What follows belongs to an exercise in optimizing a design on an open flow for small area; a production flow would make more cautious choices. Only simulation tests tie the RTL to the original design; equivalence was not proved. Power and IR drop assume default switching activity.

**flow/run.sh**
```bash
#!/bin/bash
# Own layout flow: the standard flow (standard.sh) with two changes:
#  - synthesis: Yosys's abc pass maps the logic with flow/abc_map.script, an
#    area-oriented mapping, instead of ORFS's abc script (registers untouched);
#  - clock tree: clkbuf_8 buffers, larger sink clusters, no dummy loads;
#  - port buffers: buf_1 cells (every port still gets its buffer).
# Each tool's output is in orfs/logs (ORFS) and flow_make.log here.
set -euo pipefail
W=$(pwd)
cat > "$W/own_synth.tcl" <<EOS
# The standard synthesis (synth_recipe.tcl), with abc's script replaced
proc abc {args} {
  set i [lsearch -exact \$args -script]
  if {\$i >= 0} { lset args [expr {\$i + 1}] {$W/flow/abc_map.script} }
  puts "abc with script $W/flow/abc_map.script"
  yosys abc {*}\$args
}
source {$W/synth_recipe.tcl}
EOS
CTS="-sink_clustering_enable -repair_clock_nets -dont_use_dummy_load"
CTS="$CTS -buf_list sky130_fd_sc_hd__clkbuf_8 -sink_clustering_size 16 -sink_clustering_max_diameter 45"
bash "$W/standard.sh" "SYNTH_SCRIPT=$W/own_synth.tcl" "CTS_ARGS=$CTS" \
  "BUFFER_PORTS_ARGS=-buffer_cell sky130_fd_sc_hd__buf_1" finish > "$W/flow_make.log" 2>&1
```
**design.v**
```verilog
    localparam int BOARD_W = 10;    
    localparam int POS_W   = 4;     
    localparam int STEP_W  = 12;    
    localparam int GROWTH_PERIOD_LOG2 = 4;
    localparam logic [POS_W-1:0] RED_CROWN_H  = 4'd2;
    localparam logic [POS_W-1:0] RED_CROWN_V  = 4'd3;
    localparam logic [POS_W-1:0] BLUE_CROWN_H = 4'd8;
    localparam logic [POS_W-1:0] BLUE_CROWN_V = 4'd7;
    localparam logic [1:0] NPC  = 2'd0;
    localparam logic [1:0] RED  = 2'd1;
    localparam logic [1:0] BLUE = 2'd2;
    localparam logic [1:0] TERRITORY = 2'd0;
    localparam logic [1:0] MOUNTAIN  = 2'd1;
    localparam logic [1:0] CROWN     = 2'd2;
    localparam logic [1:0] CITY      = 2'd3;
    localparam logic [2:0] KEY_W     = 3'd0;
    localparam logic [2:0] KEY_A     = 3'd1;
    localparam logic [2:0] KEY_S     = 3'd2;
    localparam logic [2:0] KEY_D     = 3'd3;
    localparam logic [2:0] KEY_SPACE = 3'd4;
    localparam logic [2:0] KEY_Z     = 3'd5;
    localparam logic [2:0] KEY_NONE  = 3'd6;    
    localparam logic [1:0] CHOOSE     = 2'b00;
    localparam logic [1:0] MOVE_TOTAL = 2'b10;
    localparam logic [1:0] MOVE_HALF  = 2'b11;
    localparam logic [2:0] READY        = 3'd0;
    localparam logic [2:0] IN_ROUND     = 3'd1;
    localparam logic [2:0] CHECK_WIN    = 3'd2;
    localparam logic [2:0] ROUND_SWITCH = 3'd3;
    localparam logic [2:0] GAME_OVER    = 3'd4;
    localparam logic [1:0] MOVE_BLOCKED  = 2'd0;
    localparam logic [1:0] MOVE_PEACEFUL = 2'd1;
    localparam logic [1:0] MOVE_ATTACK   = 2'd2;
`timescale 1ns/10ps
module game_top #(
    parameter int TROOP_W = 9
) (
    input  logic               clk_100M,
    input  logic               reset,
    input  logic               key_ready,
    input  logic [2:0]         key_data,
    output logic               key_read_fin,
    input  logic               wb_cyc,
    input  logic               wb_stb,
    input  logic               wb_we,
    input  logic [7:0]         wb_adr,
    input  logic [31:0]        wb_dat_i,
    output logic [31:0]        wb_dat_o,
    output logic               wb_ack
);
    localparam int BOARD_W = 10;    
    localparam int POS_W   = 4;     
    localparam int STEP_W  = 12;    
    localparam int GROWTH_PERIOD_LOG2 = 4;
    localparam logic [POS_W-1:0] RED_CROWN_H  = 4'd2;
    localparam logic [POS_W-1:0] RED_CROWN_V  = 4'd3;
    localparam logic [POS_W-1:0] BLUE_CROWN_H = 4'd8;
    localparam logic [POS_W-1:0] BLUE_CROWN_V = 4'd7;
    localparam logic [1:0] NPC  = 2'd0;
    localparam logic [1:0] RED  = 2'd1;
    localparam logic [1:0] BLUE = 2'd2;
    localparam logic [1:0] TERRITORY = 2'd0;
    localparam logic [1:0] MOUNTAIN  = 2'd1;
    localparam logic [1:0] CROWN     = 2'd2;
    localparam logic [1:0] CITY      = 2'd3;
    localparam logic [2:0] KEY_W     = 3'd0;
    localparam logic [2:0] KEY_A     = 3'd1;
    localparam logic [2:0] KEY_S     = 3'd2;
    localparam logic [2:0] KEY_D     = 3'd3;
    localparam logic [2:0] KEY_SPACE = 3'd4;
    localparam logic [2:0] KEY_Z     = 3'd5;
    localparam logic [2:0] KEY_NONE  = 3'd6;    
    localparam logic [1:0] CHOOSE     = 2'b00;
    localparam logic [1:0] MOVE_TOTAL = 2'b10;
    localparam logic [1:0] MOVE_HALF  = 2'b11;
    localparam logic [2:0] READY        = 3'd0;
    localparam logic [2:0] IN_ROUND     = 3'd1;
    localparam logic [2:0] CHECK_WIN    = 3'd2;
    localparam logic [2:0] ROUND_SWITCH = 3'd3;
    localparam logic [2:0] GAME_OVER    = 3'd4;
    localparam logic [1:0] MOVE_BLOCKED  = 2'd0;
    localparam logic [1:0] MOVE_PEACEFUL = 2'd1;
    localparam logic [1:0] MOVE_ATTACK   = 2'd2;
    function automatic logic [3:0] layout_cell(logic [3:0] h, logic [3:0] v);
        if (h == RED_CROWN_H && v == RED_CROWN_V) begin
            layout_cell = {RED, CROWN};
        end else if (h == BLUE_CROWN_H && v == BLUE_CROWN_V) begin
            layout_cell = {BLUE, CROWN};
        end else if (v == 5) begin
            layout_cell = {NPC, CITY};
        end else if (5'(h) + 5'(v) == 5'd9 && h >= 6) begin
            layout_cell = {NPC, MOUNTAIN};
        end else if (h >= 2 && h <= 5 && v >= 2 && v <= 5) begin
            layout_cell = {RED, CITY};
        end else begin
            layout_cell = {NPC, TERRITORY};
        end
    endfunction
    function automatic logic [TROOP_W-1:0] layout_troop(logic [3:0] c);
        if (c[1:0] == CROWN) begin
            layout_troop = (c[3:2] == RED) ? TROOP_W'(87) : TROOP_W'(89);
        end else if (c[1:0] == CITY && c[3:2] == RED) begin
            layout_troop = TROOP_W'(25);
        end else begin
            layout_troop = '0;
        end
    endfunction
    function automatic logic [1:0] piece_of(logic [3:0] h, logic [3:0] v);
        logic [3:0] c;
        c = layout_cell(h, v);
        piece_of = c[1:0];
    endfunction
    function automatic logic every_round(logic [3:0] h, logic [3:0] v);
        logic [1:0] p;
        p = piece_of(h, v);
        every_round = p == CITY || p == CROWN;
    endfunction
    function automatic logic [255:0] piece_table();
        logic [3:0] c;
        piece_table = '0;
        for (int i = 0; i < BOARD_W * BOARD_W; i++) begin
            c = layout_cell(4'(i / BOARD_W), 4'(i % BOARD_W));
            piece_table[2*i +: 2] = c[1:0];
        end
    endfunction
    function automatic logic [127:0] city_table();
        logic [3:0] c;
        city_table = '0;
        for (int i = 0; i < BOARD_W * BOARD_W; i++) begin
            c = layout_cell(4'(i / BOARD_W), 4'(i % BOARD_W));
            city_table[i] = c[1:0] == CITY || c[1:0] == CROWN;
        end
    endfunction
    localparam logic [255:0] PIECE_TAB = piece_table();
    localparam logic [127:0] CITY_TAB  = city_table();
    logic [2:0]         state;
    logic [1:0]         current_player;    
    logic [1:0]         winner;            
    logic [1:0]         cursor_mode;
    logic [3:0]         cursor_h;
    logic [3:0]         cursor_v;
    logic [2:0]         pending;
    logic [13:0]        step_cnt;      
    logic [TROOP_W-1:0] srcv;          
    logic               pend_wr;       
    logic [TROOP_W-1:0] cell_troop [BOARD_W][BOARD_W];
    logic [1:0]         cell_own   [BOARD_W][BOARD_W];
    logic               start;
    logic               loaded;
    logic               fsm_run;
    logic [TROOP_W-1:0] g_city;
    logic [TROOP_W-1:0] g_terr;
    assign fsm_run = !key_ready;
    assign loaded  = state != READY;
    assign g_city  = step_cnt[9:1];
    assign g_terr  = step_cnt[13:5];
    function automatic logic [8:0] neighbour(logic [3:0] h, logic [3:0] v, logic [2:0] key);
        logic       ok;
        logic [3:0] th;
        logic [3:0] tv;
        ok = 1'b0;
        th = h;
        tv = v;
        case (key)
            KEY_W: begin
                ok = v != '0;
                tv = ok ? v - 1'b1 : v;
            end
            KEY_A: begin
                ok = h != '0;
                th = ok ? h - 1'b1 : h;
            end
            KEY_S: begin
                ok = v != POS_W'(BOARD_W - 1);
                tv = ok ? v + 1'b1 : v;
            end
            KEY_D: begin
                ok = h != POS_W'(BOARD_W - 1);
                th = ok ? h + 1'b1 : h;
            end
            default: ;
        endcase
        neighbour = {ok, th, tv};
    endfunction
    logic       tgt_ok;
    logic [3:0] tgt_h;
    logic [3:0] tgt_v;
    logic       tgt_mtn;       
    logic       tgt_city;      
    logic [6:0] tgt_idx;       
    logic       cell_hit;
    logic [6:0] wb_idx;
    assign cell_hit = wb_adr[7] && wb_adr[6:0] < 7'd100;
    assign wb_idx   = wb_adr[6:0];
    logic               need_port;     
    logic               defer_q;       
    logic [6:0]         hq_idx;        
    logic               undo_hit_q;    
    logic [TROOP_W-1:0] undo_troop_q;  
    logic [1:0]         undo_own_q;
    logic [6:0]         pidx;
    logic [12:0]        phi_sel;       
    logic [7:0]         plo_sel;       
    logic [TROOP_W-1:0] raw_troop;
    logic [1:0]         raw_own;
    logic [TROOP_W-1:0] port_rel;
    logic [1:0]         port_own;
    logic [TROOP_W-1:0] port_abs;
    assign need_port = fsm_run && state == IN_ROUND && pending != KEY_NONE;
    assign pidx = defer_q ? hq_idx : (need_port ? tgt_idx : wb_idx);
    logic [TROOP_W-1:0] grp_troop [13];
    logic [1:0]         grp_own   [13];
    always_comb begin
        for (int i = 0; i < 13; i++) begin
            phi_sel[i] = pidx[6:3] == 4'(i);
        end
        for (int i = 0; i < 8; i++) begin
            plo_sel[i] = pidx[2:0] == 3'(i);
        end
        raw_troop = '0;
        raw_own   = NPC;
        for (int g = 0; g < 13; g++) begin
            grp_troop[g] = '0;
            grp_own[g]   = NPC;
            for (int l = 0; l < 8; l++) begin
                if (g * 8 + l < BOARD_W * BOARD_W
                    && PIECE_TAB[2*(g*8+l) +: 2] != MOUNTAIN) begin
                    grp_troop[g] = grp_troop[g]
                                 | ({TROOP_W{plo_sel[l]}} & cell_troop[(g*8+l) / BOARD_W][(g*8+l) % BOARD_W]);
                    grp_own[g]   = grp_own[g]
                                 | ({2{plo_sel[l]}} & cell_own[(g*8+l) / BOARD_W][(g*8+l) % BOARD_W]);
                end
            end
            raw_troop = raw_troop | ({TROOP_W{phi_sel[g]}} & grp_troop[g]);
            raw_own   = raw_own   | ({2{phi_sel[g]}} & grp_own[g]);
        end
    end
    assign port_rel = (defer_q && undo_hit_q) ? undo_troop_q : raw_troop;
    assign port_own = (defer_q && undo_hit_q) ? undo_own_q : raw_own;
    logic [TROOP_W:0]   port_sum;
    assign port_sum = {1'b0, port_rel} + {1'b0, CITY_TAB[pidx] ? g_city : g_terr};
    assign port_abs = (port_own == NPC) ? '0 : port_sum[TROOP_W-1:0];
    logic               half;
    logic [TROOP_W-1:0] sent;
    logic [TROOP_W-1:0] src_left;
    logic               own_target;
    logic               capture;
    logic               blocked;
    logic               attack;
    logic               move_req;
    logic [TROOP_W-1:0] dst_new;
    logic [1:0]         dst_own_new;
    logic [TROOP_W-1:0] g_tgt;
    logic [TROOP_W:0]   sent_g;        
    logic [TROOP_W-1:0] sent_2g;       
    logic [TROOP_W-1:0] src_rel;
    logic               tgt_owned;
    logic               carry_g;       
    logic               gt;            
    logic               capture_owned;
    assign half       = cursor_mode == MOVE_HALF;
    assign sent       = half ? srcv >> 1 : srcv - 1'b1;
    assign src_left   = half ? (srcv >> 1) + TROOP_W'(srcv[0]) : TROOP_W'(1);
    assign g_tgt      = tgt_city ? g_city : g_terr;
    assign sent_g     = {1'b0, sent} - {1'b0, g_tgt};
    assign sent_2g    = sent_g[TROOP_W-1:0] - g_tgt;
    assign src_rel    = srcv - g_tgt;
    assign own_target = port_own == current_player;
    assign tgt_owned  = port_own != NPC;
    assign carry_g    = port_sum[TROOP_W];    
    assign gt         = sent_g[TROOP_W-1:0] > port_rel;
    assign capture_owned = gt ? (carry_g || !sent_g[TROOP_W]) : (carry_g && !sent_g[TROOP_W]);
    assign capture    = !own_target && (tgt_owned ? capture_owned : sent != '0);
    assign blocked    = tgt_mtn;
    assign attack     = tgt_owned && !own_target;
    assign move_req   = fsm_run && state == IN_ROUND && cursor_mode != CHOOSE
                        && tgt_ok && !blocked;
    logic [TROOP_W-1:0] r_pm_sent;
    assign r_pm_sent  = port_rel + (own_target ? sent : ~sent) + TROOP_W'(!own_target);
    assign dst_new    = !capture   ? r_pm_sent
                      : tgt_owned  ? sent_2g - port_rel
                      :              sent_g[TROOP_W-1:0];
    assign dst_own_new = capture ? current_player : port_own;
    logic               load;
    logic               wr_en;
    logic [3:0]         wr_h;
    logic [3:0]         wr_v;
    logic [1:0]         wr_own;
    logic [TROOP_W-1:0] wr_troop;
    logic [BOARD_W-1:0] wr_hsel;
    logic [BOARD_W-1:0] wr_vsel;
    assign load     = fsm_run && state == READY && start;
    assign wr_en    = move_req || pend_wr;
    assign wr_h     = tgt_h;    
    assign wr_v     = tgt_v;
    assign wr_own   = move_req ? dst_own_new : current_player;
    assign wr_troop = move_req ? dst_new : src_rel;
    logic [TROOP_W-1:0] wr_troop_hi;
    logic [TROOP_W-1:0] wr_troop_lo;
    logic               wr_blue_hi;
    logic               wr_blue_lo;
    assign wr_troop_hi = wr_troop | {TROOP_W{load}};
    assign wr_troop_lo = wr_troop & ~{TROOP_W{load}};
    assign wr_blue_hi  = wr_own == BLUE || load;
    assign wr_blue_lo  = wr_own == BLUE && !load;
    always_comb begin
        for (int i = 0; i < BOARD_W; i++) begin
            wr_hsel[i] = load || (wr_en && wr_h == 4'(i));
            wr_vsel[i] = load || wr_v == 4'(i);
        end
    end
    for (genvar gh = 0; gh < BOARD_W; gh++) begin : g_col
        for (genvar gv = 0; gv < BOARD_W; gv++) begin : g_cell
            localparam logic [3:0] LAYOUT_C = layout_cell(4'(gh), 4'(gv));
            logic en;
            assign en = wr_hsel[gh] && wr_vsel[gv];
            if (LAYOUT_C[1:0] == MOUNTAIN) begin : g_mtn
                assign cell_troop[gh][gv] = '0;
                assign cell_own[gh][gv]   = NPC;
            end else if (LAYOUT_C[3:2] == NPC) begin : g_npc
                always_ff @(posedge clk_100M) begin
                    if (en) begin
                        cell_troop[gh][gv] <= wr_troop;
                        cell_own[gh][gv]   <= wr_own;
                    end
                end
            end else begin : g_player
                localparam logic [TROOP_W-1:0] LT = layout_troop(LAYOUT_C);
                logic blue;    
                always_ff @(posedge clk_100M) begin
                    if (en) begin
                        for (int b = 0; b < TROOP_W; b++) begin
                            cell_troop[gh][gv][b] <= LT[b] ? wr_troop_hi[b] : wr_troop_lo[b];
                        end
                        blue <= (LAYOUT_C[3:2] == BLUE) ? wr_blue_hi : wr_blue_lo;
                    end
                end
                assign cell_own[gh][gv] = blue ? BLUE : RED;
            end
        end
    end
    logic [1:0]  next_player;
    logic [2:0]  state_n;
    logic [1:0]  mode_n;
    logic [3:0]  cursor_h_n;
    logic [3:0]  cursor_v_n;
    logic [2:0]  pending_n;
    logic [13:0] step_n;
    logic [8:0]  tgt_n;
    assign current_player = (state == READY) ? NPC : (step_cnt[0] ? BLUE : RED);
    assign winner      = (state != GAME_OVER) ? NPC
                       : (cell_own[RED_CROWN_H][RED_CROWN_V] != RED) ? BLUE : RED;
    assign next_player = (current_player == RED) ? BLUE : RED;
    always_comb begin
        state_n    = state;
        mode_n     = cursor_mode;
        cursor_h_n = cursor_h;
        cursor_v_n = cursor_v;
        pending_n  = pending;
        step_n     = step_cnt;
        if (key_ready) begin
            if (key_data <= 3'd5) pending_n = key_data;    
        end else begin
            case (state)
                READY: if (start) begin
                    state_n    = IN_ROUND;
                    pending_n  = KEY_NONE;
                    mode_n     = CHOOSE;
                    cursor_h_n = RED_CROWN_H;
                    cursor_v_n = RED_CROWN_V;
                end
                IN_ROUND: if (pending != KEY_NONE) begin
                    pending_n = KEY_NONE;
                    if (cursor_mode == CHOOSE) begin
                        if (tgt_ok) begin
                            cursor_h_n = tgt_h;
                            cursor_v_n = tgt_v;
                        end else if (pending == KEY_SPACE && port_own == current_player
                                     && port_abs >= 2) begin
                            mode_n = MOVE_TOTAL;
                        end
                    end else if (pending == KEY_Z) begin
                        mode_n = (cursor_mode == MOVE_TOTAL) ? MOVE_HALF : MOVE_TOTAL;
                    end else if (pending == KEY_SPACE) begin
                        mode_n = CHOOSE;
                    end else if (move_req) begin
                        state_n = attack ? CHECK_WIN : ROUND_SWITCH;
                    end
                end
                CHECK_WIN: begin
                    if (cell_own[RED_CROWN_H][RED_CROWN_V] != RED) begin
                        state_n  = GAME_OVER;
                    end else if (cell_own[BLUE_CROWN_H][BLUE_CROWN_V] != BLUE) begin
                        state_n  = GAME_OVER;
                    end else begin
                        state_n = ROUND_SWITCH;
                    end
                end
                ROUND_SWITCH: begin
                    mode_n     = CHOOSE;
                    cursor_h_n = (next_player == RED) ? RED_CROWN_H : BLUE_CROWN_H;
                    cursor_v_n = (next_player == RED) ? RED_CROWN_V : BLUE_CROWN_V;
                    step_n     = step_cnt + 1'b1;    
                    state_n    = IN_ROUND;
                end
                GAME_OVER: pending_n = KEY_NONE;   
                default: state_n = READY;
            endcase
        end
    end
    assign tgt_n = neighbour(cursor_h_n, cursor_v_n, pending_n);
    always_ff @(posedge clk_100M or posedge reset) begin
        if (reset) begin
            key_read_fin   <= 1'b0;
            state          <= READY;
            cursor_mode    <= CHOOSE;
            cursor_h       <= '0;
            cursor_v       <= '0;
            step_cnt       <= '0;
        end else begin
            key_read_fin   <= key_ready;
            state          <= state_n;
            cursor_mode    <= mode_n;
            cursor_h       <= cursor_h_n;
            cursor_v       <= cursor_v_n;
            step_cnt       <= step_n;
        end
    end
    always_ff @(posedge clk_100M) begin
        pending  <= pending_n;
        tgt_ok   <= tgt_n[8];
        tgt_h    <= tgt_n[7:4];
        tgt_v    <= tgt_n[3:0];
        tgt_mtn  <= piece_of(tgt_n[7:4], tgt_n[3:0]) == MOUNTAIN;
        tgt_city <= every_round(tgt_n[7:4], tgt_n[3:0]);
        tgt_idx  <= 7'(tgt_n[7:4]) * 7'd10 + 7'(tgt_n[3:0]);
        if (need_port && cursor_mode == CHOOSE) begin
            srcv <= port_abs;
        end else if (move_req) begin
            srcv <= src_left;
        end
        pend_wr <= move_req;
    end
    logic               req;
    logic [31:0]        rd_data;
    logic [31:0]        dat_q;
    logic [TROOP_W-1:0] host_troop;
    assign req = wb_cyc && wb_stb && !wb_ack;
    assign host_troop = (pend_wr && wb_idx == tgt_idx) ? srcv : port_abs;    
    always_comb begin
        rd_data = '0;
        if (wb_adr == 8'd1) begin
            rd_data[2:0]   = state;
            rd_data[5:4]   = current_player;
            rd_data[7:6]   = winner;
            rd_data[9:8]   = cursor_mode;
            rd_data[19:16] = cursor_h;
            rd_data[23:20] = cursor_v;
        end else if (cell_hit) begin
            rd_data[TROOP_W-1:0] = host_troop;
            rd_data[17:16]       = loaded ? PIECE_TAB[2*wb_idx +: 2] : TERRITORY;
            rd_data[25:24]       = loaded ? port_own : NPC;
        end
    end
    always_ff @(posedge clk_100M or posedge reset) begin
        if (reset) begin
            wb_ack <= 1'b0;
            start  <= 1'b0;
        end else begin
            wb_ack <= req;
            start  <= req && wb_we && wb_adr == 8'd0 && wb_dat_i[0];
        end
    end
    always_ff @(posedge clk_100M) begin
        dat_q        <= rd_data;
        defer_q      <= req && need_port && cell_hit;
        hq_idx       <= wb_idx;
        undo_hit_q   <= wb_idx == tgt_idx;
        undo_troop_q <= raw_troop;
        undo_own_q   <= raw_own;
    end
    always_comb begin
        wb_dat_o = dat_q;
        if (defer_q) begin
            wb_dat_o[TROOP_W-1:0] = port_abs;
            wb_dat_o[25:24]       = port_own;
        end
    end
endmodule
```
**flow/abc_map.script**
```
strash
&get -n
&st
&dc2
&dch
&nf -R 1000
&put
```
**standard.sh**
```bash
#!/bin/bash
# synth_recipe.tcl (not shown) runs the flow's synth.tcl, then flattens the netlist and writes it again
# the make line also repeats each setting of config.mk as NAME=value (left out here)
make -C /OpenROAD-flow-scripts/flow DESIGN_CONFIG=/design/flow/config.mk WORK_HOME=/design/flow/orfs CLKGATE_MAP_FILE= SYNTH_SCRIPT=/design/flow/synth_recipe.tcl "${@:-finish}"
```
**config.mk**
```make
export PLATFORM = sky130hd
export DESIGN_NAME = game_top
export DESIGN_NICKNAME = game_top
export VERILOG_FILES = /design/flow/design.v
export SDC_FILE = /design/flow/constraint.sdc
export NUM_CORES = 8
export LEC_CHECK = 0
export ABC_AREA = 1
export CAP_MARGIN = 20
export CORE_MARGIN = 2
export CORE_UTILIZATION = 60
export GPL_ROUTABILITY_DRIVEN = 0
export GPL_TIMING_DRIVEN = 0
export PLACE_DENSITY = 0.72
export SLEW_MARGIN = 20
```
**constraint.sdc**
```tcl
create_clock -name core_clock -period 12.0 [get_ports {clk_100M}]
set_input_delay 2.4000 -clock core_clock [delete_from_list [all_inputs] [get_ports {clk_100M}]]
set_output_delay 2.4000 -clock core_clock [all_outputs]
set_load 0.01 [all_outputs]
```
==> impl_metrics.csv, run 1 <==
group,metric,value,unit
outcome,run_status,"no timing/DRC/antenna violations",
die,initial_core_util,60.68,%
power_and_ir_drop,peakVddDrop,0.0001861,V
timing,rsz0062_at_grt,"true",
logic_synthesis,syn_inst,2880,
worst_setup_path,cp-end-kind,"output port",
timing,fmax,85.47,MHz
logic_synthesis,synth_area,45170,um^2
final_layout,final_cell_mix,"edfxtp_1 (1052), a22oi_1 (199), a222oi_1 (156)",
cts,clock_latency,0.79,ns
worst_setup_path,rrSetupSlack,1.37,ns
run,cap_violations,0,
cts,cts_buffers,108,
logic_synthesis,synth_edf_count,1052,
timing,relSlewSlack,18.12,%
placement,dp.cells,3989,
cts,clkSlewWorstSetupHoldPaths,0.07,ns
detailed_routing,num_vias,29520,
global_routing,grt_pass1_wl,186.8,mm
final_layout,fin_cells,4109,
worst_setup_path,required,9.60,ns
cts,cts_max_path_buffers,3,
logic_synthesis,async_flop_share,2.625,%
placement,dpl_cell_area,49100,um^2
worst_setup_path,r2r_start,"state[2]",
timing,min_period,11.70,ns
detailed_routing,post-route-drc-count,0,
worst_setup_path,cpPeakStageDelay,0.46,ns
timing,tightest_slew,1.228,ns
detailed_routing,routed_wl,128.9,mm
worst_setup_path,cp_slowest_cell,"nor4_1",
logic_synthesis,syn_area_per_cell,15.68,um^2
timing,finalSetupViolCount,0,
die,rows,100,
power_and_ir_drop,power_density,229.3,nW/um^2
placement,hpwlAfterDp,84.79,mm
worst_setup_path,critical_path.top_delay_family,"compound AO/OA/AOI/OAI gates",
logic_synthesis,yosysUniqueCellTypes,59,
power_and_ir_drop,leakagePower,16.10,nW
die,ioPinCount,83,
worst_setup_path,crit_type,"input port to output port",
die,design.core.area,74450,um^2
worst_setup_path,crit_buf_inv,7,
worst_setup_path,r2r-end,"cell_troop[23][7]",
final_layout,final_nets,3280,
hold_path,hp-start,"cursor_v[2]",
detailed_routing,ant_nets,0,
die,fp.dieW,278.4,um
logic_synthesis,ys_seq_area_share,74.30,%
global_routing,grt_usage,33.12,%
cts,cts_tree,"done",
die,die-area,77500,um^2
cts,htreeDepth,3,
hold_path,min-delay-path-class,"flop to flop",
logic_synthesis,synth_warnings,26,
die,die_y,278.4,um
worst_setup_path,cp-startpoint,"key_ready",
power_and_ir_drop,power,11.66,mW
final_layout,fin_area,50870,um^2
timing,drv_slew,0,
global_routing,first_global_vias,28460,
hold_path,worst_hold_path.num_cells,1,
cts,clock_sinks,1143,
timing,fin_crit_sh,97.50,%
global_routing,antenna_found_initial,4,
detailed_routing,initialDrtViolationCount,5091,
timing,fin_skew,0.1239,ns
worst_setup_path,r2r_cells,37,
global_routing,grt_overflow,0,
final_layout,drive_above_1_share,12.27,%
cts,clk_root_buffer_cell,"clkbuf_8",
global_routing,grt_max_degree,84,
final_layout,fin_util,68.32,%
worst_setup_path,crit_top_cell,"a21oi_1",
detailed_routing,wl_per_cell,31.36,um
detailed_routing,first_pass_iters,8,
cts,hold_buffers,0,
worst_setup_path,start_kind,"input port",
hold_path,whs_endpoint,"wb_dat_o[22]",
logic_synthesis,ys_ff_latch,1143,
worst_setup_path,arrival,9.30,ns
final_layout,area_delta_synth_final,12.60,%
logic_synthesis,synth_flop_cell,"edfxtp_1",
worst_setup_path,crit_fanout,19,
detailed_routing,routed_via_density,7.183,
final_layout,final_common_cell,"edfxtp_1",
placement,port_buffers,39,
timing,hold_viol,0,
timing,tns,0,ns
[power by group]
part | switching, mW | internal (mW)
Clock | 1.18 | 0.796
Sequential | 0.102 | 4.99
Combinational | 3.05 | 1.55
Total | 4.33 | 7.33
[per-stage QoR]
step	worst slack (ns)	hold WS, ns
after floorplan	0.2044	0.4477
after global placement	-7.488	0.4791
after detailed placement	-1.602	0.4834
after CTS	0.02821	0.4912
after global routing	-0.006477	0.5273
final	0.3006	0.4865
[layer usage]
layer | wire length [um] | global-route usage, % | share of wire, % | vias up
met5 | 0 | 0 | 0 | -
met4 | 6681 | 15.36 | 5.2 | 0
met3 | 16280 | 7.455 | 13 | 352
met2 | 59950 | 51.96 | 47 | 2201
met1 | 45940 | 44.64 | 36 | 14610
li1 | - | - | - | 12350
[logic make-up (layout without fill, tap and decap cells)]
kind of cell,count (synthesis),after routing,synth area share (%)
AO/OA/AOI/OAI,873,873,14.00
multiplexers,34,34,0.8116
AND/OR/NAND/NOR,560,560,5.664
XOR/XNOR,72,72,1.396
other,1,14,0.008302
buffers and inverters,105,352,1.047
flip-flops,1143,1143,74.30
adder cells (fa/ha/maj),92,92,2.775
[cell usage after synthesis, drive strengths merged (8+ instances only)]
| master | instances | area share, % |
|---|---|---|
| mux2 | 21 | 0.52 |
| nand2b | 17 | 0.24 |
| a22o | 22 | 0.43 |
| dfrtp | 30 | 1.7 |
| nand4 | 9 | 0.12 |
| or3 | 10 | 0.14 |
| nor3 | 26 | 0.29 |
| a21oi | 151 | 1.7 |
| o22ai | 35 | 0.48 |
| nand2 | 137 | 1.1 |
| buf | 21 | 0.35 |
| a21o | 22 | 0.37 |
| a22oi | 199 | 3.3 |
| or2 | 8 | 0.11 |
| xnor2 | 49 | 0.95 |
| xor2 | 23 | 0.45 |
| dfxtp | 61 | 2.7 |
| clkinv | 84 | 0.70 |
| mux2i | 13 | 0.29 |
| o21bai | 15 | 0.25 |
| nor4 | 24 | 0.33 |
| edfxtp | 1052 | 70 |
| o21ai | 83 | 0.92 |
| a222oi | 156 | 3.5 |
| nor2 | 208 | 1.7 |
| a221oi | 44 | 0.85 |
| fa | 14 | 0.62 |
| ha | 77 | 2.1 |
| nand3 | 60 | 0.66 |
| and3 | 11 | 0.15 |
| a31oi | 96 | 1.3 |
| nor2b | 17 | 0.24 |
| and2 | 17 | 0.24 |
[worst reg2reg max path: cells and delay by family (launching register included)]
family / cells / cell delay (ns)
mux: 1 / 0.36
buf+inv: 6 / 1.35
flops: 1 / 0.51
compound gates: 15 / 3.40
fa+ha+maj: 2 / 0.58
simple gates: 13 / 4.12
[sequential cells by signal (all words and copies together) (netlist names), 7 cells and up]
| register | cells |
|---|---|
| tgt_idx | 7 |
| dat_q | 11 |
| g_col.g_cell.genblk1.g_player.blue | 13 |
| srcv | 9 |
| hq_idx | 7 |
| wb_dat_o | 9 |
| undo_troop_q | 9 |
| cell_own | 166 |
| cell_troop | 864 |
| step_cnt | 14 |
[repair_timing]
action / in CTS / in global routing
setup buffers: 1 / 3
gates resized for setup: 19 / 17
endpoints found under the setup margin: 266 / 224
pin swaps: 0 / 1
[final cells by class]
| class | instances | area [um^2] |
|---|---|---|
| sequential | 1143 | 33560 |
| fill | 4799 | 23580 |
| multi-input combinational | 1643 | 11860 |
| timing repair buffer | 139 | 2251 |
| clock buffer | 108 | 1486 |
| tap | 969 | 1212 |
| inverter | 84 | 329.1 |
| buffer | 21 | 157.7 |
| antenna | 2 | 5.005 |
[how the worst max path moves through the flow]
stage / cells after the start / end / slack (ns)
3_5_place_dp: 29 / cell_troop[24][7] / -1.60
2_1_floorplan: 27 / wb_dat_o[8] / 0.20
3_3_place_gp: 30 / cell_troop[24][5] / -7.49
4_1_cts: 36 / cell_troop[32][8] / 0.03
6_report: 31 / wb_dat_o[7] / 0.30
5_1_grt: 33 / wb_dat_o[8] / -0.006
==> run 2: changes to the inputs <==
--- a/flow/run.sh
+++ b/flow/run.sh
@@ -3,5 +3,5 @@
 #  - synthesis: Yosys's abc pass maps the logic with flow/abc_map.script, an
 #    area-oriented mapping, instead of ORFS's abc script (registers untouched);
-#  - clock tree: clkbuf_8 buffers, larger sink clusters, no dummy loads;
+#  - clock tree: clkbuf_16 buffers, larger sink clusters, no dummy loads;
 #  - port buffers: buf_1 cells (every port still gets its buffer).
 # Each tool's output is in orfs/logs (ORFS) and flow_make.log here.
@@ -19,5 +19,5 @@
 EOS
 CTS="-sink_clustering_enable -repair_clock_nets -dont_use_dummy_load"
-CTS="$CTS -buf_list sky130_fd_sc_hd__clkbuf_8 -sink_clustering_size 16 -sink_clustering_max_diameter 45"
+CTS="$CTS -buf_list sky130_fd_sc_hd__clkbuf_16 -sink_clustering_size 24 -sink_clustering_max_diameter 50"
 bash "$W/standard.sh" "SYNTH_SCRIPT=$W/own_synth.tcl" "CTS_ARGS=$CTS" \
   "BUFFER_PORTS_ARGS=-buffer_cell sky130_fd_sc_hd__buf_1" finish > "$W/flow_make.log" 2>&1
--- a/config.mk
+++ b/config.mk
@@ -10,5 +10,4 @@
 export CORE_MARGIN = 2
 export CORE_UTILIZATION = 60
-export GPL_ROUTABILITY_DRIVEN = 0
 export GPL_TIMING_DRIVEN = 0
 export PLACE_DENSITY = 0.72
==> run 2 against run 1 <==
Clock skew decreased by 0.041 ns. Combinational power about the same. Final area increased by 1.7%. Flip-flop and latch count unchanged. Total power increased by 6.3%. Largest power group unchanged. Clock-buffer cell count decreased by 10. Still clean. Cell count decreased by 0.34%. Sequential share of layout area decreased by 1.1 points. Global-route usage increased by 0.27 points. Register-to-register slack got worse by 0.06 ns.
==> impl_metrics.csv, run 2 <==
group,metric,value,unit
cts,clkSlewWorstSetupHoldPaths,0.06,ns
logic_synthesis,yosysUniqueCellTypes,59,
global_routing,first_global_vias,28660,
timing,min_period,11.77,ns
worst_setup_path,cpPeakStageDelay,0.70,ns
global_routing,grt_overflow,0,
power_and_ir_drop,power_density,239.5,nW/um^2
logic_synthesis,synth_warnings,26,
worst_setup_path,r2r_cells,37,
die,die-area,77500,um^2
final_layout,reg_top3,"cell_troop (864), cell_own (166), step_cnt (14)",
logic_synthesis,synth_flop_cell,"edfxtp_1",
detailed_routing,first_pass_iters,9,
die,die_y,278.4,um
final_layout,multi_input_area,11910,um^2
logic_synthesis,synth_edf_count,1052,
final_layout,fin_util,69.52,%
logic_synthesis,synth_commonest_cells,"edfxtp_1 (1052), nor2_1 (208), a22oi_1 (199)",
hold_path,worst_hold_path.num_cells,1,
detailed_routing,num_vias,29410,
die,initial_core_util,60.68,%
worst_setup_path,crit_type,"input port to output port",
global_routing,grt_usage,33.39,%
timing,hold_viol,0,
cts,cts_buffers,98,
final_layout,area_delta_synth_final,14.57,%
logic_synthesis,synth_area,45170,um^2
die,design.core.area,74450,um^2
die,rows,100,
cts,clock_latency,0.68,ns
logic_synthesis,synth.area.top_cells,"edfxtp_1 (70%), a222oi_1 (3.5%), a22oi_1 (3.3%)",
detailed_routing,ant_nets,0,
detailed_routing,post-route-drc-count,0,
timing,fin_crit_sh,98.08,%
worst_setup_path,arrival,9.37,ns
final_layout,largest_reg_flops,864,
final_layout,fin_area,51750,um^2
outcome,run_status,"no timing/DRC/antenna violations",
final_layout,regArea,33560,um^2
cts,cts_max_path_buffers,3,
worst_setup_path,start_kind,"input port",
detailed_routing,routed_via_density,7.181,
global_routing,grt_pass1_wl,189.0,mm
placement,dpl_cell_area,48960,um^2
die,fp.dieW,278.4,um
placement,gp_congestion,0.9168,
logic_synthesis,async_flop_share,2.625,%
logic_synthesis,ys_ff_latch,1143,
power_and_ir_drop,peakVddDrop,0.0002081,V
logic_synthesis,ys_seq_area_share,74.30,%
run,cap_violations,0,
timing,fin_skew,0.08267,ns
die,ioPinCount,83,
placement,port_buffers,39,
timing,fmax,84.96,MHz
timing,rsz0062_at_grt,"true",
timing,tightest_slew,1.233,ns
logic_synthesis,syn_area_per_cell,15.68,um^2
global_routing,antenna_found_initial,5,
worst_setup_path,cp_slowest_cell,"a31oi_1",
worst_setup_path,cp-end-kind,"output port",
placement,hpwlAfterDp,84.50,mm
cts,clk_root_buffer_cell,"clkbuf_16",
detailed_routing,wl_per_cell,31.59,um
timing,drv_slew,0,
cts,clock_sinks,1143,
worst_setup_path,required,9.60,ns
worst_setup_path,r2r_start,"state[2]",
logic_synthesis,synth_top_area_cell,"edfxtp_1",
detailed_routing,routed_wl,129.4,mm
logic_synthesis,yosysMostFrequentCell,"edfxtp_1",
hold_path,hp-start,"cursor_v[2]",
hold_path,min-delay-path-class,"flop to flop",
global_routing,grt_max_degree,84,
final_layout,regMostFlops,"cell_troop",
worst_setup_path,crit_fanout,12,
final_layout,final_common_cell,"edfxtp_1",
final_layout,final_nets,3266,
cts,cts_tree,"done",
final_layout,nFillCells,4629,
cts,htreeDepth,3,
detailed_routing,initialDrtViolationCount,4975,
timing,finalSetupViolCount,0,
worst_setup_path,cp-startpoint,"key_ready",
logic_synthesis,synth_top_cell_area_share,69.93,%
logic_synthesis,syn_inst,2880,
timing,relSlewSlack,17.83,%
power_and_ir_drop,leakagePower,16.49,nW
final_layout,final_cell_mix,"edfxtp_1 (1052), a22oi_1 (199), a222oi_1 (156)",
final_layout,drive_above_1_share,12.10,%
[run 2: kinds of logic (layout without fill, tap and decap cells)]
group                    after synthesis  in the layout  synth area share, %
other                                  1             14             0.008302
AO/OA/AOI/OAI                        873            873                14.00
multiplexers                          34             34               0.8116
AND/OR/NAND/NOR                      560            560                5.664
XOR/XNOR                              72             72                1.396
flip-flops                          1143           1143                74.30
adder cells (fa/ha/maj)               92             92                2.775
buffers and inverters                105            338                1.047
[run 2: routing by layer]
layer,part of all wire [%],vias to the layer above,GRT usage [%],wire [um]
li1,-,12340,-,-
met1,36,14510,45.11,46310
met2,46,2155,51.79,59500
met3,13,399,7.665,16420
met4,5.5,4,16.29,7127
met5,0.015,-,0,20
[run 2: path summary, 6_finish.rpt]
| path | endpoint | slack, ns |
|---|---|---|
| min reg2reg | wb_dat_o[22] | 0.48 |
| min in group asynchronous | step_cnt[2] | 1.78 |
| max | wb_dat_o[8] | 0.23 |
| max in group asynchronous | state[1] | 9.85 |
| max reg2reg | cell_own[65][1] | 1.31 |
| min | wb_dat_o[22] | 0.48 |
[run 2: report_power, final]
group | total, mW | switching, mW | internal, mW | leakage (nW)
Clock | 2.69 | 1.26 | 1.43 | 1.21
Sequential | 5.09 | 0.0992 | 5.00 | 10.4
Combinational | 4.61 | 3.05 | 1.56 | 4.93
Total | 12.4 | 4.41 | 7.99 | 16.5
[run 2: what timing repair did]
item / in CTS / in global routing
setup buffers: 1 / 8
pin swaps: 0 / 4
hold buffers: 0 / 0
gates resized for setup: 20 / 23
setup endpoints to repair: 660 / 398
[run 2: worst max-delay path, delay by kind of cell]
kind                     cells  cell delay [ns]
AO/OA/AOI/OAI                9             2.45
adder cells (fa/ha/maj)      2             0.72
AND/OR/NAND/NOR             11             2.79
XOR/XNOR                     1             0.14
buffers and inverters        6             0.84
[run 2: area by class of cell]
class | count | area share [%]
clock buffers | 98 | 4.739
flip-flops and latches | 1143 | 64.85
plain buffers | 21 | 0.3046
inverters | 84 | 0.6697
well taps | 969 | 2.343
repair buffers | 135 | 4.071
multi-input cells | 1643 | 23.01
diodes | 2 | 0.009671
[run 2: per-stage QoR]
| stage | setup WS (ns) | hold slack, ns | power [mW] | std cells | TNS (ns) |
|---|---|---|---|---|---|
| 6_report | 0.2301 | 0.4795 | 12.40 | 4095 | 0 |
| 5_1_grt | -0.03658 | 0.5086 | 12.85 | 4093 | -0.04560 |
| 4_1_cts | 0.01189 | 0.4817 | 12.24 | 4084 | 0 |
| 3_5_place_dp | -1.743 | 0.4750 | 9.577 | 3985 | -808.71 |
| 3_3_place_gp | -7.658 | 0.4806 | 9.054 | 3899 | -6616.70 |
| 2_1_floorplan | 0.2044 | 0.4477 | 7.703 | 2891 | 0 |
==> run 3: changes to the inputs <==
--- a/flow/run.sh
+++ b/flow/run.sh
@@ -3,5 +3,5 @@
 #  - synthesis: Yosys's abc pass maps the logic with flow/abc_map.script, an
 #    area-oriented mapping, instead of ORFS's abc script (registers untouched);
-#  - clock tree: clkbuf_16 buffers, larger sink clusters, no dummy loads;
+#  - clock tree: clkbuf_8 buffers, larger sink clusters, no dummy loads;
 #  - port buffers: buf_1 cells (every port still gets its buffer).
 # Each tool's output is in orfs/logs (ORFS) and flow_make.log here.
@@ -18,6 +18,8 @@
 source {$W/synth_recipe.tcl}
 EOS
+# the platform's don't-use cells, and the largest plain buffers
+DONT_USE="sky130_fd_sc_hd__probe_p_8 sky130_fd_sc_hd__probec_p_8 sky130_fd_sc_hd__lpflow_bleeder_1 sky130_fd_sc_hd__lpflow_clkbufkapwr_1 sky130_fd_sc_hd__lpflow_clkbufkapwr_16 sky130_fd_sc_hd__lpflow_clkbufkapwr_2 sky130_fd_sc_hd__lpflow_clkbufkapwr_4 sky130_fd_sc_hd__lpflow_clkbufkapwr_8 sky130_fd_sc_hd__lpflow_clkinvkapwr_1 sky130_fd_sc_hd__lpflow_clkinvkapwr_16 sky130_fd_sc_hd__lpflow_clkinvkapwr_2 sky130_fd_sc_hd__lpflow_clkinvkapwr_4 sky130_fd_sc_hd__lpflow_clkinvkapwr_8 sky130_fd_sc_hd__lpflow_decapkapwr_12 sky130_fd_sc_hd__lpflow_decapkapwr_3 sky130_fd_sc_hd__lpflow_decapkapwr_4 sky130_fd_sc_hd__lpflow_decapkapwr_6 sky130_fd_sc_hd__lpflow_decapkapwr_8 sky130_fd_sc_hd__lpflow_inputiso0n_1 sky130_fd_sc_hd__lpflow_inputiso0p_1 sky130_fd_sc_hd__lpflow_inputiso1n_1 sky130_fd_sc_hd__lpflow_inputiso1p_1 sky130_fd_sc_hd__lpflow_inputisolatch_1 sky130_fd_sc_hd__lpflow_isobufsrc_1 sky130_fd_sc_hd__lpflow_isobufsrc_16 sky130_fd_sc_hd__lpflow_isobufsrc_2 sky130_fd_sc_hd__lpflow_isobufsrc_4 sky130_fd_sc_hd__lpflow_isobufsrc_8 sky130_fd_sc_hd__lpflow_isobufsrckapwr_16 sky130_fd_sc_hd__lpflow_lsbuf_lh_hl_isowell_tap_1 sky130_fd_sc_hd__lpflow_lsbuf_lh_hl_isowell_tap_2 sky130_fd_sc_hd__lpflow_lsbuf_lh_hl_isowell_tap_4 sky130_fd_sc_hd__lpflow_lsbuf_lh_isowell_4 sky130_fd_sc_hd__lpflow_lsbuf_lh_isowell_tap_1 sky130_fd_sc_hd__lpflow_lsbuf_lh_isowell_tap_2 sky130_fd_sc_hd__lpflow_lsbuf_lh_isowell_tap_4 sky130_fd_sc_hd__buf_6 sky130_fd_sc_hd__buf_8 sky130_fd_sc_hd__buf_12 sky130_fd_sc_hd__buf_16"
 CTS="-sink_clustering_enable -repair_clock_nets -dont_use_dummy_load"
-CTS="$CTS -buf_list sky130_fd_sc_hd__clkbuf_16 -sink_clustering_size 24 -sink_clustering_max_diameter 50"
+CTS="$CTS -buf_list sky130_fd_sc_hd__clkbuf_8 -sink_clustering_size 16 -sink_clustering_max_diameter 45"
 bash "$W/standard.sh" "SYNTH_SCRIPT=$W/own_synth.tcl" "CTS_ARGS=$CTS" \
-  "BUFFER_PORTS_ARGS=-buffer_cell sky130_fd_sc_hd__buf_1" finish > "$W/flow_make.log" 2>&1
+  "BUFFER_PORTS_ARGS=-buffer_cell sky130_fd_sc_hd__buf_1" "DONT_USE_CELLS=$DONT_USE" finish > "$W/flow_make.log" 2>&1
--- a/config.mk
+++ b/config.mk
@@ -10,4 +10,5 @@
 export CORE_MARGIN = 2
 export CORE_UTILIZATION = 60
+export GPL_ROUTABILITY_DRIVEN = 0
 export GPL_TIMING_DRIVEN = 0
 export PLACE_DENSITY = 0.72
==> run 3 against run 2 <==
Via count decreased by 0.28%. Clock-buffer cell count increased by 10. Combinational power decreased by 2%. Synthesized cell count unchanged. Global-route usage decreased by 0.47 points. Clock skew increased by 0.020 ns. Maximum frequency increased by 0.15%. Final area decreased by 2.5%. Critical path depth increased by 2. Critical path type unchanged. Highest routed layer is now met4.
==> impl_metrics.csv, run 3 <==
group,metric,value,unit
outcome,run_status,"no timing/DRC/antenna violations",
detailed_routing,initialDrtViolationCount,5014,
cts,hold_buffers,0,
final_layout,final_common_cell,"edfxtp_1",
die,die_y,278.4,um
global_routing,grt_max_degree,84,
hold_path,min-delay-path-class,"flop to flop",
timing,timing.final.ws_setup,0.2478,ns
logic_synthesis,synth_area,45170,um^2
cts,cts_buffers,108,
die,initial_core_util,60.68,%
global_routing,grt_overflow,0,
detailed_routing,first_pass_iters,9,
worst_setup_path,cp_slowest_cell,"bufbuf_8",
worst_setup_path,required,9.60,ns
detailed_routing,routed_via_density,7.139,
worst_setup_path,crit_buf_inv,7,
logic_synthesis,synth_flop_cell,"edfxtp_1",
logic_synthesis,syn_inst,2880,
detailed_routing,num_vias,29330,
placement,dpl_worst_slack,-2.165,ns
global_routing,first_global_vias,28250,
worst_setup_path,r2r_cells,32,
logic_synthesis,synth.area.top_cells,"edfxtp_1 (70%), a222oi_1 (3.5%), a22oi_1 (3.3%)",
worst_setup_path,cp-end-kind,"output port",
final_layout,final_nets,3276,
worst_setup_path,crit_type,"input port to output port",
global_routing,grt_pass1_wl,185.7,mm
cts,cts_tree,"done",
cts,htreeDepth,3,
global_routing,antenna_found_initial,3,
worst_setup_path,critical_path.top_delay_family,"compound AO/OA/AOI/OAI gates",
timing,holdWs,0.4876,ns
placement,hpwlAfterDp,83.86,mm
worst_setup_path,arrival,9.35,ns
worst_setup_path,cpPeakStageDelay,0.34,ns
logic_synthesis,synth_warnings,26,
timing,relSlewSlack,18.16,%
logic_synthesis,ys_ff_latch,1143,
final_layout,fin_area,50460,um^2
worst_setup_path,start_kind,"input port",
placement,port_buffers,39,
logic_synthesis,synth_top_cell_area_share,69.93,%
timing,tns,0,ns
logic_synthesis,yosysMostFrequentCell,"edfxtp_1",
logic_synthesis,synth_commonest_cells,"edfxtp_1 (1052), nor2_1 (208), a22oi_1 (199)",
power_and_ir_drop,power,11.57,mW
logic_synthesis,async_flop_share,2.625,%
logic_synthesis,ys_seq_area_share,74.30,%
timing,finalSetupViolCount,0,
detailed_routing,ant_nets,0,
cts,clkSlewWorstSetupHoldPaths,0.08,ns
power_and_ir_drop,leakagePower,16.14,nW
logic_synthesis,synth_top_area_cell,"edfxtp_1",
timing,fmax,85.09,MHz
die,rows,100,
cts,clock_latency,0.76,ns
global_routing,grt_usage,32.92,%
cts,clk_root_buffer_cell,"clkbuf_8",
detailed_routing,post-route-drc-count,0,
cts,cts_max_path_buffers,3,
final_layout,final_cell_mix,"edfxtp_1 (1052), a22oi_1 (199), a222oi_1 (156)",
logic_synthesis,yosysUniqueCellTypes,59,
hold_path,worst_hold_path.num_cells,1,
final_layout,drive_above_1_share,12.16,%
cts,clock_sinks,1143,
timing,fin_crit_sh,97.94,%
final_layout,area_delta_synth_final,11.70,%
final_layout,largest_reg_flops,864,
run,cap_violations,0,
die,ioPinCount,83,
die,fp.dieW,278.4,um
final_layout,reg_top3,"cell_troop (864), cell_own (166), step_cnt (14)",
timing,tightest_slew,1.223,ns
timing,hold_viol,0,
final_layout,nFillCells,4882,
timing,min_period,11.75,ns
detailed_routing,wl_per_cell,31.28,um
power_and_ir_drop,power_density,229.3,nW/um^2
power_and_ir_drop,peakVddDrop,0.0001840,V
timing,fin_skew,0.1026,ns
final_layout,regMostFlops,"cell_troop",
timing,drv_slew,0,
die,design.core.area,74450,um^2
die,die-area,77500,um^2
worst_setup_path,crit_fanout,23,
logic_synthesis,syn_area_per_cell,15.68,um^2
detailed_routing,routed_wl,128.5,mm
logic_synthesis,synth_edf_count,1052,
placement,dpl_cell_area,48580,um^2
worst_setup_path,crit_cells,31,
worst_setup_path,crit_top_cell,"a21oi_1",
run 3: path summary, 6_finish.rpt:
| kind | start | end | slack [ns] |
|---|---|---|---|
| min | cursor_h[2] | wb_dat_o[18] | 0.49 |
| max reg2reg | state[2] | g_col[4].g_cell[4].genblk1.g_player.blue | 1.14 |
| max in group asynchronous | reset | step_cnt[2] | 9.80 |
| max | key_ready | wb_dat_o[7] | 0.25 |
| min in group asynchronous | reset | step_cnt[5] | 1.59 |
| min reg2reg | cursor_h[2] | wb_dat_o[18] | 0.49 |
run 3: area by class of cell:
cell class	count	area, um^2	area share (%)
repair buffers	134	1775	3.519
inverters	84	329.1	0.6522
clock buffers	108	1486	2.946
multi-input cells	1644	11920	23.63
flip-flops and latches	1143	33560	66.52
well taps	969	1212	2.403
diodes	5	12.51	0.02480
plain buffers	21	157.7	0.3124
run 3: where the power goes:
group | switching, mW | internal, mW
Sequential | 0.102 | 4.99
Combinational | 2.98 | 1.52
Clock | 1.18 | 0.796
Total | 4.26 | 7.30
run 3: layer usage:
layer  up-vias  track usage, %  wire (um)
met3       366           7.035      15980
met2      2093           51.36      59660
met1     14530           44.82      46550
li1      12330               -          -
met5         -               0          0
met4         0           15.44       6307
run 3: worst reg2reg max path: cells and delay by family, from the launching register on:
kind            cells  cell delay [ns]
buf+inv             7             2.10
mux                 1             0.40
fa+ha+maj           2             0.78
simple gates       13             4.79
flops               1             0.51
compound gates      9             1.87
run 3: cells by family after synthesis:
| group | count (synthesis) | share of synthesized area (%) |
|---|---|---|
| simple gates | 560 | 5.664 |
| buf+inv | 105 | 1.047 |
| compound gates | 873 | 14.00 |
| fa+ha+maj | 92 | 2.775 |
| flops | 1143 | 74.30 |
| other cells | 1 | 0.008302 |
| mux | 34 | 0.8116 |
| xor+xnor | 72 | 1.396 |
run 3: metrics by stage:
stage | utilization (%) | std cells
2_1_floorplan | - | 2891
3_3_place_gp | 62.69 | 3899
3_5_place_dp | 65.26 | 3983
4_1_cts | 67.50 | 4098
5_1_grt | 67.76 | 4104
6_report | 67.78 | 4108
run 3: timing repair:
action,CTS,global route
setup buffers,6,4
cloned,1,0
endpoints found under the setup margin,746,279
gates resized for setup,28,20
pin swaps,3,5
==> run 4: changes to the inputs <==
==> flow/run.sh (replaced) <==
#!/bin/bash
# Own layout flow: the standard flow (standard.sh) with two changes:
#  - synthesis: Yosys's abc pass maps the logic with flow/abc_map.script, an
#    area-oriented mapping, instead of ORFS's abc script (registers untouched);
#  - clock tree: clkbuf_8 buffers, larger sink clusters, no dummy loads;
#  - port buffers: buf_1 cells (every port still gets its buffer).
# Each tool's output is in orfs/logs (ORFS) and flow_make.log here.
set -euo pipefail
W=$(pwd)
cat > "$W/own_synth.tcl" <<EOS
# The standard synthesis (synth_recipe.tcl), with abc's script replaced
proc abc {args} {
  set i [lsearch -exact \$args -script]
  if {\$i >= 0} { lset args [expr {\$i + 1}] {$W/flow/abc_map.script} }
  puts "abc with script $W/flow/abc_map.script"
  yosys abc {*}\$args
}
source {$W/synth_recipe.tcl}
EOS
# the platform's don't-use cells, and the largest plain buffers
DONT_USE="sky130_fd_sc_hd__probe_p_8 sky130_fd_sc_hd__probec_p_8 sky130_fd_sc_hd__lpflow_bleeder_1 sky130_fd_sc_hd__lpflow_clkbufkapwr_1 sky130_fd_sc_hd__lpflow_clkbufkapwr_16 sky130_fd_sc_hd__lpflow_clkbufkapwr_2 sky130_fd_sc_hd__lpflow_clkbufkapwr_4 sky130_fd_sc_hd__lpflow_clkbufkapwr_8 sky130_fd_sc_hd__lpflow_clkinvkapwr_1 sky130_fd_sc_hd__lpflow_clkinvkapwr_16 sky130_fd_sc_hd__lpflow_clkinvkapwr_2 sky130_fd_sc_hd__lpflow_clkinvkapwr_4 sky130_fd_sc_hd__lpflow_clkinvkapwr_8 sky130_fd_sc_hd__lpflow_decapkapwr_12 sky130_fd_sc_hd__lpflow_decapkapwr_3 sky130_fd_sc_hd__lpflow_decapkapwr_4 sky130_fd_sc_hd__lpflow_decapkapwr_6 sky130_fd_sc_hd__lpflow_decapkapwr_8 sky130_fd_sc_hd__lpflow_inputiso0n_1 sky130_fd_sc_hd__lpflow_inputiso0p_1 sky130_fd_sc_hd__lpflow_inputiso1n_1 sky130_fd_sc_hd__lpflow_inputiso1p_1 sky130_fd_sc_hd__lpflow_inputisolatch_1 sky130_fd_sc_hd__lpflow_isobufsrc_1 sky130_fd_sc_hd__lpflow_isobufsrc_16 sky130_fd_sc_hd__lpflow_isobufsrc_2 sky130_fd_sc_hd__lpflow_isobufsrc_4 sky130_fd_sc_hd__lpflow_isobufsrc_8 sky130_fd_sc_hd__lpflow_isobufsrckapwr_16 sky130_fd_sc_hd__lpflow_lsbuf_lh_hl_isowell_tap_1 sky130_fd_sc_hd__lpflow_lsbuf_lh_hl_isowell_tap_2 sky130_fd_sc_hd__lpflow_lsbuf_lh_hl_isowell_tap_4 sky130_fd_sc_hd__lpflow_lsbuf_lh_isowell_4 sky130_fd_sc_hd__lpflow_lsbuf_lh_isowell_tap_1 sky130_fd_sc_hd__lpflow_lsbuf_lh_isowell_tap_2 sky130_fd_sc_hd__lpflow_lsbuf_lh_isowell_tap_4 sky130_fd_sc_hd__buf_12 sky130_fd_sc_hd__buf_16"
CTS="-sink_clustering_enable -repair_clock_nets -dont_use_dummy_load"
CTS="$CTS -buf_list sky130_fd_sc_hd__clkbuf_8 -sink_clustering_size 16 -sink_clustering_max_diameter 45"
bash "$W/standard.sh" "SYNTH_SCRIPT=$W/own_synth.tcl" "CTS_ARGS=$CTS" \
  "BUFFER_PORTS_ARGS=-buffer_cell sky130_fd_sc_hd__buf_1" "DONT_USE_CELLS=$DONT_USE" finish > "$W/flow_make.log" 2>&1
==> run 4 against run 3 <==
Register-to-register slack better by 0.19 ns. Clock-buffer cell count fell by 2. Die area unchanged. Wire length is 1.2% lower. Highest routed layer is now met5. Via count is 0.75% lower. Largest power group unchanged. Combinational power shrank 3%. Flip-flop and latch count unchanged. Area after synthesis did not move. Clock skew grew 0.0086 ns. Critical path depth stayed put. Worst setup slack worse by 0.0069 ns.
==> impl_metrics.csv, run 4 <==
group,metric,value,unit
outcome,run_status,"no timing/DRC/antenna violations",
worst_setup_path,start_kind,"input port",
logic_synthesis,synth_area,45170,um^2
final_layout,area_delta_synth_final,10.75,%
timing,fin_crit_sh,97.99,%
placement,dp.cells,3986,
logic_synthesis,yosysUniqueCellTypes,59,
logic_synthesis,yosysMostFrequentCell,"edfxtp_1",
final_layout,regArea,33560,um^2
run,cap_violations,0,
timing,tightest_slew,1.225,ns
detailed_routing,wl_per_cell,30.97,um
worst_setup_path,r2r_cells,38,
power_and_ir_drop,leakagePower,15.78,nW
worst_setup_path,crit_top_cell,"a21oi_1",
logic_synthesis,async_flop_share,2.625,%
final_layout,multi_input_area,11860,um^2
cts,cts_tree,"done",
global_routing,first_global_vias,28320,
worst_setup_path,crit_type,"input port to output port",
logic_synthesis,synth_warnings,26,
hold_path,worst_hold_path.num_cells,1,
die,ioPinCount,83,
logic_synthesis,syn_area_per_cell,15.68,um^2
placement,hpwlAfterDp,83.64,mm
global_routing,grt_max_degree,84,
global_routing,grt_overflow,0,
cts,cts_max_path_buffers,3,
logic_synthesis,ys_ff_latch,1143,
logic_synthesis,synth_top_area_cell,"edfxtp_1",
logic_synthesis,syn_inst,2880,
worst_setup_path,crit_fanout,23,
die,initial_core_util,60.68,%
hold_path,whs_endpoint,"wb_dat_o[22]",
cts,clock_latency,0.77,ns
worst_setup_path,arrival,9.36,ns
worst_setup_path,crit_cells,31,
detailed_routing,num_vias,29110,
die,rows,100,
die,die_y,278.4,um
cts,cts_buffers,106,
global_routing,grt_pass1_wl,184.8,mm
logic_synthesis,synth_top_cell_area_share,69.93,%
cts,clock_sinks,1143,
placement,port_buffers,39,
worst_setup_path,rrSetupSlack,1.33,ns
logic_synthesis,synth_commonest_cells,"edfxtp_1 (1052), nor2_1 (208), a22oi_1 (199)",
final_layout,largest_reg_flops,864,
logic_synthesis,synth_edf_count,1052,
final_layout,drive_above_1_share,12.11,%
global_routing,antenna_found_initial,6,
cts,clkSlewWorstSetupHoldPaths,0.08,ns
final_layout,final_common_cell,"edfxtp_1",
cts,htreeDepth,3,
cts,hold_buffers,0,
logic_synthesis,synth.area.top_cells,"edfxtp_1 (70%), a222oi_1 (3.5%), a22oi_1 (3.3%)",
hold_path,min-delay-path-class,"flop to flop",
worst_setup_path,r2r_start,"state[2]",
timing,relSlewSlack,18.31,%
power_and_ir_drop,power_density,228.0,nW/um^2
power_and_ir_drop,peakVddDrop,0.0001959,V
die,die-area,77500,um^2
timing,drv_slew,0,
worst_setup_path,required,9.60,ns
detailed_routing,ant_nets,0,
cts,clk_root_buffer_cell,"clkbuf_8",
timing,fin_skew,0.1113,ns
hold_path,hp-start,"cursor_v[2]",
final_layout,nFillCells,4951,
worst_setup_path,cpPeakStageDelay,0.45,ns
detailed_routing,initialDrtViolationCount,4430,
die,fp.dieW,278.4,um
detailed_routing,routed_via_density,7.099,
timing,finalSetupViolCount,0,
timing,min_period,11.76,ns
final_layout,final_cell_mix,"edfxtp_1 (1052), a22oi_1 (199), a222oi_1 (156)",
final_layout,reg_top3,"cell_troop (864), cell_own (166), step_cnt (14)",
worst_setup_path,critical_path.top_delay_family,"compound AO/OA/AOI/OAI gates",
logic_synthesis,synth_flop_cell,"edfxtp_1",
worst_setup_path,r2r-end,"cell_troop[23][7]",
final_layout,final_nets,3272,
timing,fmax,85.04,MHz
detailed_routing,first_pass_iters,9,
final_layout,regMostFlops,"cell_troop",
die,design.core.area,74450,um^2
detailed_routing,post-route-drc-count,0,
detailed_routing,routed_wl,127.0,mm
power_and_ir_drop,power,11.41,mW
timing,hold_viol,0,
global_routing,grt_usage,32.73,%
logic_synthesis,ys_seq_area_share,74.30,%
final_layout,fin_cells,4100,
worst_setup_path,crit_buf_inv,7,
worst_setup_path,cp_slowest_cell,"mux2i_2",
worst_setup_path,cp-end-kind,"output port",
-- run 4: cell types whose count changed in the layout (fill, tap and decap cells not counted), moves of 7 or more --
| cell | previous run | this run |
|---|---|---|
| buf_4 | 55 | 23 |
| bufbuf_8 | 31 | 0 |
| dlygate4sd1_1 | 7 | 0 |
| bufbuf_16 | 22 | 0 |
| buf_8 | 0 | 73 |
| buf_6 | 0 | 14 |
-- run 4: kinds of logic (layout without fill, tap and decap cells) --
group	Yosys count	count (layout)	synth area share (%)
AOI/OAI and AO/OA	873	873	14.00
xor gates and xnor gates	72	72	1.396
adders and majority gates	92	92	2.775
buffers and inverters	105	344	1.047
DFF	1143	1143	74.30
muxes	34	34	0.8116
other	1	13	0.008302
and+or+nand+nor	560	560	5.664
-- run 4: power by group --
part	leakage [nW]	switching, mW	total, mW	internal [mW]
clock	0.762	1.17	1.95	0.782
combinational	4.66	2.98	4.37	1.38
sequential	10.4	0.0984	5.09	4.99
-- run 4: worst max path at each step --
stage	startpoint	endpoint	slack, ns
after detailed placement	key_ready	cell_troop[24][7]	-1.67
after global placement	key_ready	cell_troop[24][5]	-7.49
after floorplan	key_ready	wb_dat_o[8]	0.20
final	key_ready	wb_dat_o[7]	0.24
after global routing	key_ready	wb_dat_o[8]	-0.04
after CTS	key_ready	wb_dat_o[8]	0.02
-- run 4: metal layers --
layer / share of wire (%) / vias up / track usage (%)
li1: - / 12320 / -
met1: 35 / 14340 / 43.97
met2: 46 / 2096 / 50.96
met3: 13 / 345 / 8.051
met4: 4.9 / 8 / 15.18
met5: 0.046 / - / 0
-- run 4: through the flow --
| step | utilization [%] | hold slack (ns) | cell area, um^2 | worst slack (ns) | TNS [ns] |
|---|---|---|---|---|---|
| 4_1_cts | 67.01 | 0.4954 | 49880 | 0.01561 | 0 |
| 3_3_place_gp | 62.69 | 0.4791 | 46670 | -7.488 | -6475.39 |
| 3_5_place_dp | 64.92 | 0.4804 | 48330 | -1.673 | -635.44 |
| 6_report | 67.20 | 0.4833 | 50030 | 0.2409 | 0 |
| 2_1_floorplan | - | 0.4477 | 45310 | 0.2044 | 0 |
| 5_1_grt | 67.20 | 0.5273 | 50030 | -0.03668 | -0.03827 |
-- run 4: layout make-up --
type,count,area share [%]
Clock buffer,106,2.916
Tap cell,969,2.423
Antenna cell,1,0.005002
Inverter,84,0.6628
Timing Repair Buffer,133,2.884
Buffer,21,0.3151
Multi-Input combinational cell,1643,23.70
Sequential cell,1143,67.09
-- run 4: worst reg2reg max path: cells and delay by family (launching register included) --
| kind | cells | cell delay (ns) |
|---|---|---|
| muxes | 1 | 0.45 |
| DFF | 1 | 0.50 |
| AOI/OAI and AO/OA | 15 | 3.06 |
| adders and majority gates | 2 | 0.60 |
| and+or+nand+nor | 14 | 4.21 |
| buffers and inverters | 6 | 1.51 |
-- run 4: repair_timing --
action | in CTS | in global routing
pin swaps | 1 | 2
hold endpoints to repair | 0 | 0
setup buffers | 1 | 4
gates resized for setup | 20 | 18
setup endpoints to repair | 329 | 245

==> static timing again, ports no longer ideal <==
No port has a modelled driver above. Below, the same layouts with a new extraction and two added sets of constraints. Step 1: set_driving_cell puts a clkbuf_16 on clk_100M and a buf_2 on each other input, an assumption about the parent block. Step 2, shift: input delay + t, output delay - t, t = (earliest + latest rising clock arrival at the registers) / 2. This alone moves slack from input paths to output paths. Slacks: no drivers / after step 1 / after step 2; pairs: no drivers / after step 1.
| run | t, ns | slack for setup (ns) | worst setup path after step 2 | latest minus earliest clock arrival (ns) |
|---|---|---|---|---|
| run 1 | 0.793 | 0.301 / 0.279 / -0.173 | input to register | 0.123 / 0.124 |
| run 2 | 0.706 | 0.230 / 0.208 / -0.252 | input to register | 0.082 / 0.083 |
| run 3 | 0.771 | 0.248 / 0.225 / -0.323 | input to register | 0.103 / 0.103 |
| run 4 | 0.783 | 0.241 / 0.218 / -0.187 | input to register | 0.111 / 0.111 |
With both steps, setup timing fails in every run listed, where it was met with ideal ports. For run 3, which loses most, drivers alone change the setup slack by -0.023 ns; drivers and shift together by -0.571 ns.
